Background: an optimization exercise with open tools, aiming at small area. Do not read the settings as production practice.
Where RTL was checked, it was by simulation tests only, not by an equivalence proof against the original.
Power figures rest on the tool's default switching activity, not on a simulated workload.

== 06-27 ==
==> module noc_bridge, before the edit <==
module noc_bridge
(
    input  wire logic        c,
    input  wire logic        rst,
    input  wire logic        cmd_w,
    input  wire logic [7:0]  data_w,
    input  wire logic [31:0] data_rd,
    output logic             cmd_r,
    output logic [7:0]       data_r,
    output logic             sel,
    output logic             rw,
    output logic [31:0]      addr,
    output logic [31:0]      data_wr
);
    logic [1:0]  q_k  [0:3];   
    logic [7:0]  q_id [0:3];
    logic [1:0]  q_p  [0:3];   
    logic [31:0] q_a  [0:3];   
    logic [31:0] q_d  [0:2];   
    logic [1:0]  dw;           
    logic [1:0]  dr;           
    logic [1:0]  g;            
    logic [3:0]  pc;           
    logic        pwr;          
    logic [2:0]  wp;           
    logic        act;
    logic [3:0]  b;            
    logic [2:0]  rp;           
    logic        dl;           
    wire op_ok = cmd_w && (data_w == 8'h23 || data_w == 8'h63);
    wire done  = (pc == 4'd6 && !pwr) || pc == 4'd10;
    always_ff @(posedge c or posedge rst) begin
        if (rst) begin
            pc <= '0;
            wp <= '0;
            dw <= '0;
            g  <= '0;
        end else begin
            g <= g + 2'd1;
            if (pc == 4'd0) begin
                if (op_ok) pc <= 4'd1;
            end else if (done) begin
                pc <= 4'd0;
                wp <= wp + 3'd1;
                if (pwr) dw <= (dw == 2'd2) ? 2'd0 : dw + 2'd1;
            end else begin
                pc <= pc + 4'd1;
            end
        end
    end
    always_ff @(posedge c) begin
        if (pc == 4'd0) pwr <= data_w[6];
    end
    wire [1:0]  h    = rp[1:0];
    wire [1:0]  h_k  = q_k[h];
    wire        h_wr = (h_k == 2'd0);
    wire [7:0]  h_id = q_id[h];
    wire [31:0] h_a  = q_a[h];
    wire [31:0] h_d  = q_d[dr];
    wire last   = h_wr ? (b[0] == 1'b1) : (b == {h_k, 2'b11});
    wire rd_cap = act && !h_wr && b[1:0] == {dl, ~dl} && b[3:2] < h_k;
    wire        free = !act || last;
    wire [2:0]  n    = act ? rp + 3'd1 : rp;
    wire [1:0]  n_p  = q_p[n[1:0]];
    wire        ph0  = (g + 2'd1 == n_p);    
    wire        ph1  = (g + 2'd2 == n_p);    
    wire        go   = free && (n != wp) && (ph0 || ph1);
    always_ff @(posedge c or posedge rst) begin
        if (rst) begin
            act <= 1'b0;
            rp  <= '0;
            dr  <= '0;
        end else begin
            if (free) begin
                rp  <= n;
                act <= go;
            end
            if (act && last && h_wr) dr <= (dr == 2'd2) ? 2'd0 : dr + 2'd1;
        end
    end
    always_ff @(posedge c) begin
        if (go) begin
            b  <= '0;
            dl <= ph1;
        end else begin
            b  <= b + 4'd1;
        end
    end
    always_ff @(posedge c) begin
        for (int i = 0; i < 4; i++) begin
            q_a[i] <= {(wp[1:0] == 2'(i) && pc >= 4'd2 && pc <= 4'd5) ? data_w : q_a[i][7:0],
                       q_a[i][31:8]};
            if (wp[1:0] == 2'(i)) begin
                if (pc == 4'd1) q_id[i] <= data_w;
                if (pc == 4'd6) q_k[i]  <= pwr ? 2'd0 : data_w[3:2];
                if (done)       q_p[i]  <= g + 2'd1;
            end
        end
        for (int i = 0; i < 3; i++) begin
            q_d[i] <= {(dw == 2'(i) && pc >= 4'd7) ? data_w : q_d[i][7:0], q_d[i][31:8]};
        end
    end
    logic [31:0] wb;
    logic [7:0]  wt;
    always_ff @(posedge c) begin
        wb <= rd_cap ? data_rd : {data_rd[31:24], wb[31:8]};
        wt <= wb[7:0];
    end
    wire [31:0] a_al = {h_a[23:0], h_a[31:24]};
    assign sel     = act && (h_wr ? (b == {3'b0, dl}) : (b[1:0] == {1'b0, dl} && b[3:2] < h_k));
    assign rw      = h_wr;
    logic [31:0] ai;
    logic [31:4] cz;
    always_comb begin
        ai[1:0] = a_al[1:0];
        ai[2]   = a_al[2] ^ b[2];
        ai[3]   = a_al[3] ^ b[3] ^ (a_al[2] & b[2]);
        cz[4]   = a_al[3] & (b[3] | (a_al[2] & b[2]));
        for (int i = 4; i < 32; i++) begin
            ai[i] = a_al[i] ^ cz[i];
            if (i < 31) cz[i+1] = cz[i] & a_al[i];
        end
    end
    assign addr    = ai;
    assign data_wr = h_d;
    always_comb begin
        cmd_r  = 1'b0;
        data_r = 8'h00;
        if (act) begin
            if (b == 4'd0) begin
                cmd_r  = 1'b1;
                data_r = h_wr ? 8'h80 : 8'h40;
            end else if (b == 4'd1) begin
                data_r = h_id;
            end else if (b == 4'd2) begin
                data_r = {4'b0, h_k, 2'b00};
            end else if (last) begin
                cmd_r  = 1'b1;
                data_r = 8'hE0;
            end else begin
                data_r = dl ? wb[7:0] : wt;
            end
        end
    end
endmodule
==> flow/config.mk <==
export PLATFORM = sky130hd
export DESIGN_NAME = noc_bridge
export DESIGN_NICKNAME = noc_bridge
export VERILOG_FILES = /design/flow/design.v
export SDC_FILE = /design/flow/constraint.sdc
export NUM_CORES = 4
export LEC_CHECK = 0
export CAP_MARGIN = 20
export CORE_MARGIN = 2
export CORE_UTILIZATION = 40
export CTS_CLUSTER_DIAMETER = 100
export CTS_CLUSTER_SIZE = 25
export SLEW_MARGIN = 20
==> flow/constraint.sdc <==
create_clock -name core_clock -period 5.0 [get_ports {c}]
set_input_delay 1.0000 -clock core_clock [delete_from_list [all_inputs] [get_ports {c}]]
set_output_delay 1.0000 -clock core_clock [all_outputs]
set_load 0.01 [all_outputs]
standard.sh (not shown) runs the stock make flow with config.mk's settings and CLKGATE_MAP_FILE= SYNTH_SCRIPT=/design/flow/synth_recipe.tcl, a recipe that flattens the netlist after the stock synthesis.
==> flow/flow/run.sh <==
#!/bin/bash
# Standard layout, with the port buffers made of the smallest buffer cell.
set -euo pipefail
bash standard.sh "BUFFER_PORTS_ARGS=-buffer_cell sky130_fd_sc_hd__buf_1" finish > standard_flow.log 2>&1
The flow for 06-27 finished, though final verification flagged negative setup slack.
[inputs] 10-13 vs 06-27
--- a/flow/design.v
+++ b/flow/design.v
@@ -123,23 +123,11 @@
         wt <= wb[7:0];
     end
     wire [31:0] a_al = {h_a[23:0], h_a[31:24]};
     assign sel     = act && (h_wr ? (b == {3'b0, dl}) : (b[1:0] == {1'b0, dl} && b[3:2] < h_k));
     assign rw      = h_wr;
-    logic [31:0] ai;
-    logic [31:4] cz;
-    always_comb begin
-        ai[1:0] = a_al[1:0];
-        ai[2]   = a_al[2] ^ b[2];
-        ai[3]   = a_al[3] ^ b[3] ^ (a_al[2] & b[2]);
-        cz[4]   = a_al[3] & (b[3] | (a_al[2] & b[2]));
-        for (int i = 4; i < 32; i++) begin
-            ai[i] = a_al[i] ^ cz[i];
-            if (i < 31) cz[i+1] = cz[i] & a_al[i];
-        end
-    end
-    assign addr    = ai;
+    assign addr    = {a_al[31:2] + 30'(b[3:2]), a_al[1:0]};
     assign data_wr = h_d;
     always_comb begin
         cmd_r  = 1'b0;
         data_r = 8'h00;
         if (act) begin
Results
No stage failed in 10-13, and the final checks on the layout all came back clean.
Proportion of cell area occupied by registers: 10-13 > 06-27
Combinational power down 9.2% in 10-13 wrt 06-27
STATUS worst path setup slack after routing: 10-13 wins against 06-27
Compared to 06-27, 10-13 was floorplanned on a bigger die.
06-27 -> 10-13: area fraction in compound gates after synthesis flat
[compare] base=06-27 new=10-13: clock distribution power level; met1 wire length moved up.
06-27 reports its power group with the highest consumption as combinational logic while 10-13 reports registers.
Function not checked in 06-27: the RTL went through the layout flow alone.

* * *

## xenon
The RTL this note starts from:
==> flow/design.v <==
`default_nettype none
package noc_pkg;
    typedef enum logic [7:0] {
        RESP_READ  = 8'h40,
        RESP_WRITE = 8'h80
    } resp_kind_e;
    typedef struct packed {
        resp_kind_e                          kind;    
        logic [7:0]                          src_id;  
        logic [7:0]                          len;     
        logic [0:3-1][31:0]     words;   
    } resp_entry_t;
endpackage
`default_nettype wire
`timescale 1ns/1ps
`default_nettype none
module noc_bridge
(
    input  wire logic        c,
    input  wire logic        rst,
    input  wire logic        cmd_w,
    input  wire logic [7:0]  data_w,
    input  wire logic [31:0] data_rd,
    output logic             cmd_r,
    output logic [7:0]       data_r,
    output logic             sel,
    output logic             rw,
    output logic [31:0]      addr,
    output logic [31:0]      data_wr
);
    logic [31:0] s_a  [0:3];
    logic [7:0]  s_id [0:3];
    logic [1:0]  s_k  [0:3];   
    logic [31:0] q_d  [0:2];   
    logic [2:0]  dw;           
    logic [2:0]  dr;           
    logic [1:0]  g;            
    logic [7:0]  l1, l2, l3;
    logic [1:0]  dd;           
    logic [7:0]  dly;
    logic [3:0]  pc;           
    logic        pwr;          
    logic [2:0]  wp;           
    logic        act;
    logic [3:0]  b;            
    logic [2:0]  rp;           
    logic        dl;           
    logic [1:0]  fk;           
    wire op_ok = cmd_w && (data_w == 8'h23 || data_w == 8'h63);
    wire done  = (pc == 4'd9 && !pwr) || pc == 4'd13;
    wire [1:0] d_new = 2'd1 - wp[1:0] - g;
    always_ff @(posedge c or posedge rst) begin
        if (rst) begin
            pc <= '0;
            wp <= '0;
            dw <= 3'b001;
            g  <= '0;
        end else begin
            g <= g + 2'd1;
            if (pc == 4'd0) begin
                if (op_ok) pc <= 4'd4 - {2'b0, d_new};
            end else if (done) begin
                pc <= 4'd0;
                wp <= wp + 3'd1;
                if (pwr) dw <= {dw[1:0], dw[2]};
            end else begin
                pc <= pc + 4'd1;
            end
        end
    end
    always_ff @(posedge c) begin
        l1 <= data_w;
        l2 <= l1;
        l3 <= l2;
        if (pc == 4'd0) begin
            pwr <= data_w[6];
            dd  <= d_new;
        end
    end
    always_comb begin
        case (dd)
            2'd0:    dly = data_w;
            2'd1:    dly = l1;
            2'd2:    dly = l2;
            default: dly = l3;
        endcase
    end
    always_ff @(posedge c) begin
        for (int i = 0; i < 4; i++) begin
            s_a[i]  <= s_a[(i + 3) % 4];
            s_id[i] <= s_id[(i + 3) % 4];
            s_k[i]  <= s_k[(i + 3) % 4];
            if (pc == 4'(5 + i)) s_a[i][8*i +: 8] <= dly;
        end
        if (pc == 4'd4) s_id[3] <= dly;
        if (pc == 4'd9) s_k[0]  <= pwr ? 2'd0 : dly[3:2];
        for (int i = 0; i < 3; i++) begin
            q_d[i] <= {(dw[i] && pc >= 4'd10) ? ~dly : q_d[i][7:0], q_d[i][31:8]};
        end
    end
    wire h_wr   = (fk == 2'd0);
    wire last   = h_wr ? (b[0] == 1'b1) : (b == {fk, 2'b11});
    wire rd_cap = act && !h_wr && b[1:0] == {dl, ~dl} && b[3:2] < fk;
    wire        free = !act || last;
    wire [2:0]  n    = act ? rp + 3'd1 : rp;
    wire [1:0]  n_p  = 2'd0 - n[1:0];        
    wire        ph0  = (g + 2'd1 == n_p);    
    wire        ph1  = (g + 2'd2 == n_p);    
    wire        go   = free && (n != wp) && (ph0 || ph1);
    always_ff @(posedge c or posedge rst) begin
        if (rst) begin
            act <= 1'b0;
            rp  <= '0;
            dr  <= 3'b001;
        end else begin
            if (free) begin
                rp  <= n;
                act <= go;
            end
            if (act && last && h_wr) dr <= {dr[1:0], dr[2]};
        end
    end
    always_ff @(posedge c) begin
        if (go) begin
            b  <= '0;
            dl <= ph1;
            fk <= ph0 ? s_k[3] : s_k[2];
        end else begin
            b  <= b + 4'd1;
        end
    end
    logic [31:0] wb;
    logic [7:0]  wt;
    always_ff @(posedge c) begin
        wb <= rd_cap ? data_rd : {data_rd[31:24], wb[31:8]};
        wt <= wb[7:0];
    end
    wire [31:0] h_a = s_a[0];
    assign sel     = act && (h_wr ? (b == {3'b0, dl}) : (b[1:0] == {1'b0, dl} && b[3:2] < fk));
    assign rw      = h_wr;
    logic [31:0] ai;
    logic [31:4] cz;
    logic [7:0]  gc;
    always_comb begin
        ai[1:0] = h_a[1:0];
        ai[2]   = h_a[2] ^ b[2];
        ai[3]   = h_a[3] ^ b[3] ^ (h_a[2] & b[2]);
        gc[0]   = 1'b0;
        gc[1]   = h_a[3] & (b[3] | (h_a[2] & b[2]));
        for (int k = 1; k < 7; k++) gc[k+1] = gc[k] & (&h_a[4*k +: 4]);
        for (int k = 1; k < 8; k++) begin
            cz[4*k] = gc[k];
            for (int i = 4*k + 1; i < 4*k + 4; i++) cz[i] = cz[i-1] & h_a[i-1];
        end
        for (int i = 4; i < 32; i++) ai[i] = h_a[i] ^ cz[i];
    end
    assign addr    = ai;
    assign data_wr = ~(({32{dr[0]}} & q_d[0]) | ({32{dr[1]}} & q_d[1]) | ({32{dr[2]}} & q_d[2]));
    always_comb begin
        cmd_r  = 1'b0;
        data_r = 8'h00;
        if (act) begin
            if (b == 4'd0) begin
                cmd_r  = 1'b1;
                data_r = h_wr ? 8'h80 : 8'h40;
            end else if (b == 4'd1) begin
                data_r = dl ? s_id[0] : s_id[1];
            end else if (b == 4'd2) begin
                data_r = {4'b0, fk, 2'b00};
            end else if (last) begin
                cmd_r  = 1'b1;
                data_r = 8'hE0;
            end else begin
                data_r = dl ? wb[7:0] : wt;
            end
        end
    end
endmodule
`default_nettype wire
Settings: LEC_CHECK=0, CAP_MARGIN=20, CORE_MARGIN=2, CORE_UTILIZATION=60, PLACE_DENSITY=0.9, SLEW_MARGIN=20; clock period 5.0 ns.
==> flow/flow/run.sh <==
#!/bin/bash
# Standard layout, with the port buffers made of the smallest buffer cell and no dummy clock loads.
set -euo pipefail
bash standard.sh "BUFFER_PORTS_ARGS=-buffer_cell sky130_fd_sc_hd__buf_1" "CTS_ARGS=-sink_clustering_enable -repair_clock_nets -sink_clustering_size 18 -sink_clustering_max_diameter 60 -buf_list sky130_fd_sc_hd__clkbuf_8 -dont_use_dummy_load" finish > standard_flow.log 2>&1
Input changes introduced in nickel (baseline for comparison: xenon):
-- flow/design.v --
<<< xenon, line 32
    logic [7:0]  s_id [0:3];
    logic [1:0]  s_k  [0:3];   
    logic [31:0] q_d  [0:2];   
    logic [2:0]  dw;           
    logic [2:0]  dr;           
    logic [1:0]  g;            
    logic [7:0]  l1, l2, l3;
>>> nickel, line 32
    logic [7:0]  s_id [0:3];
    logic [1:0]  s_k  [0:3];   
    logic [31:0] q_d  [0:2];
    logic [1:0]  dw;           
    logic [1:0]  dr;           
    logic [1:0]  g;            
    logic [7:0]  l1, l2, l3;
<<< xenon, line 54
            pc <= '0;
            wp <= '0;
            dw <= 3'b001;
            g  <= '0;
        end else begin
>>> nickel, line 54
            pc <= '0;
            wp <= '0;
            dw <= '0;
            g  <= '0;
        end else begin
<<< xenon, line 63
                pc <= 4'd0;
                wp <= wp + 3'd1;
                if (pwr) dw <= {dw[1:0], dw[2]};
            end else begin
                pc <= pc + 4'd1;
>>> nickel, line 63
                pc <= 4'd0;
                wp <= wp + 3'd1;
                if (pwr) dw <= (dw == 2'd2) ? 2'd0 : dw + 2'd1;
            end else begin
                pc <= pc + 4'd1;
<<< xenon, line 96
        if (pc == 4'd9) s_k[0]  <= pwr ? 2'd0 : dly[3:2];
        for (int i = 0; i < 3; i++) begin
            q_d[i] <= {(dw[i] && pc >= 4'd10) ? ~dly : q_d[i][7:0], q_d[i][31:8]};
        end
    end
>>> nickel, line 96
        if (pc == 4'd9) s_k[0]  <= pwr ? 2'd0 : dly[3:2];
        for (int i = 0; i < 3; i++) begin
            q_d[i] <= {(dw == 2'(i) && pc >= 4'd10) ? dly : q_d[i][7:0], q_d[i][31:8]};
        end
    end
<<< xenon, line 112
            act <= 1'b0;
            rp  <= '0;
            dr  <= 3'b001;
        end else begin
            if (free) begin
>>> nickel, line 112
            act <= 1'b0;
            rp  <= '0;
            dr  <= '0;
        end else begin
            if (free) begin
<<< xenon, line 118
                act <= go;
            end
            if (act && last && h_wr) dr <= {dr[1:0], dr[2]};
        end
    end
>>> nickel, line 118
                act <= go;
            end
            if (act && last && h_wr) dr <= (dr == 2'd2) ? 2'd0 : dr + 2'd1;
        end
    end
<<< xenon, line 139
    assign sel     = act && (h_wr ? (b == {3'b0, dl}) : (b[1:0] == {1'b0, dl} && b[3:2] < fk));
    assign rw      = h_wr;
    logic [31:0] ai;
    logic [31:4] cz;
    logic [7:0]  gc;
    always_comb begin
        ai[1:0] = h_a[1:0];
        ai[2]   = h_a[2] ^ b[2];
        ai[3]   = h_a[3] ^ b[3] ^ (h_a[2] & b[2]);
        gc[0]   = 1'b0;
        gc[1]   = h_a[3] & (b[3] | (h_a[2] & b[2]));
        for (int k = 1; k < 7; k++) gc[k+1] = gc[k] & (&h_a[4*k +: 4]);
        for (int k = 1; k < 8; k++) begin
            cz[4*k] = gc[k];
            for (int i = 4*k + 1; i < 4*k + 4; i++) cz[i] = cz[i-1] & h_a[i-1];
        end
        for (int i = 4; i < 32; i++) ai[i] = h_a[i] ^ cz[i];
    end
    assign addr    = ai;
    assign data_wr = ~(({32{dr[0]}} & q_d[0]) | ({32{dr[1]}} & q_d[1]) | ({32{dr[2]}} & q_d[2]));
    always_comb begin
        cmd_r  = 1'b0;
>>> nickel, line 139
    assign sel     = act && (h_wr ? (b == {3'b0, dl}) : (b[1:0] == {1'b0, dl} && b[3:2] < fk));
    assign rw      = h_wr;
    assign addr    = {h_a[31:2] + 30'(b[3:2]), h_a[1:0]};
    assign data_wr = q_d[dr];
    always_comb begin
        cmd_r  = 1'b0;
Findings:
nickel vs. xenon: hold slack went up by 0.047 ns. Between xenon and nickel, the average size of a mapped cell is higher for xenon. Relative to xenon, the global-route usage of nickel is higher by 0.68 points. Sequential cell count delta for nickel relative to xenon: 0.56% lower. In nickel, the post-synthesis async set-or-reset flop share came out 0.53 points below the value in xenon. Critical path depth sits lower in nickel than in xenon. Latest clock arrival within the worst-skew pair: lower on nickel. nickel reports a lower shortest period the worst path allows than xenon does. [nickel] number of buffer and inverter stages on the critical path rose 1 relative to xenon. addr[22] as the capturing element of the worst setup path was reported by nickel, and addr[31] by xenon. Reported for xenon and nickel, number of enable flip-flop cells after synthesis turned out identical to the last digit.

[port drivers added, routing unchanged]
The results above use ideal ports. As a check the final layouts listed here were re-extracted and re-timed, cells and wires unchanged.
Step 1 sets driving cells, clkbuf_16 on the clock port and buf_2 on the other inputs (assumed; they add their load-dependent delay and slew).
Step 2 also shifts input and output timing later by t, the mid clock arrival at the registers, as if the neighbouring blocks saw the same clock.
a / b / c = no drivers / after step 1 / after step 2; a / b = the first two.
run | t (ns) | setup WS [ns] | worst setup path after step 2 | latest minus earliest clock arrival (ns) | worst slew at a driven data input, ns
06-27 | 0.553 | -2.475 / -2.525 / -1.971 | register to output | 0.025 / 0.025 | 0.04
10-13 | 0.547 | 0.358 / 0.313 / 0.860 | register to output | 0.024 / 0.024 | 0.04
xenon | 0.573 | 0.839 / 0.799 / 1.372 | register to output | 0.097 / 0.097 | 0.06
nickel | 0.569 | 1.007 / 0.967 / 1.536 | register to output | 0.059 / 0.058 | 0.07
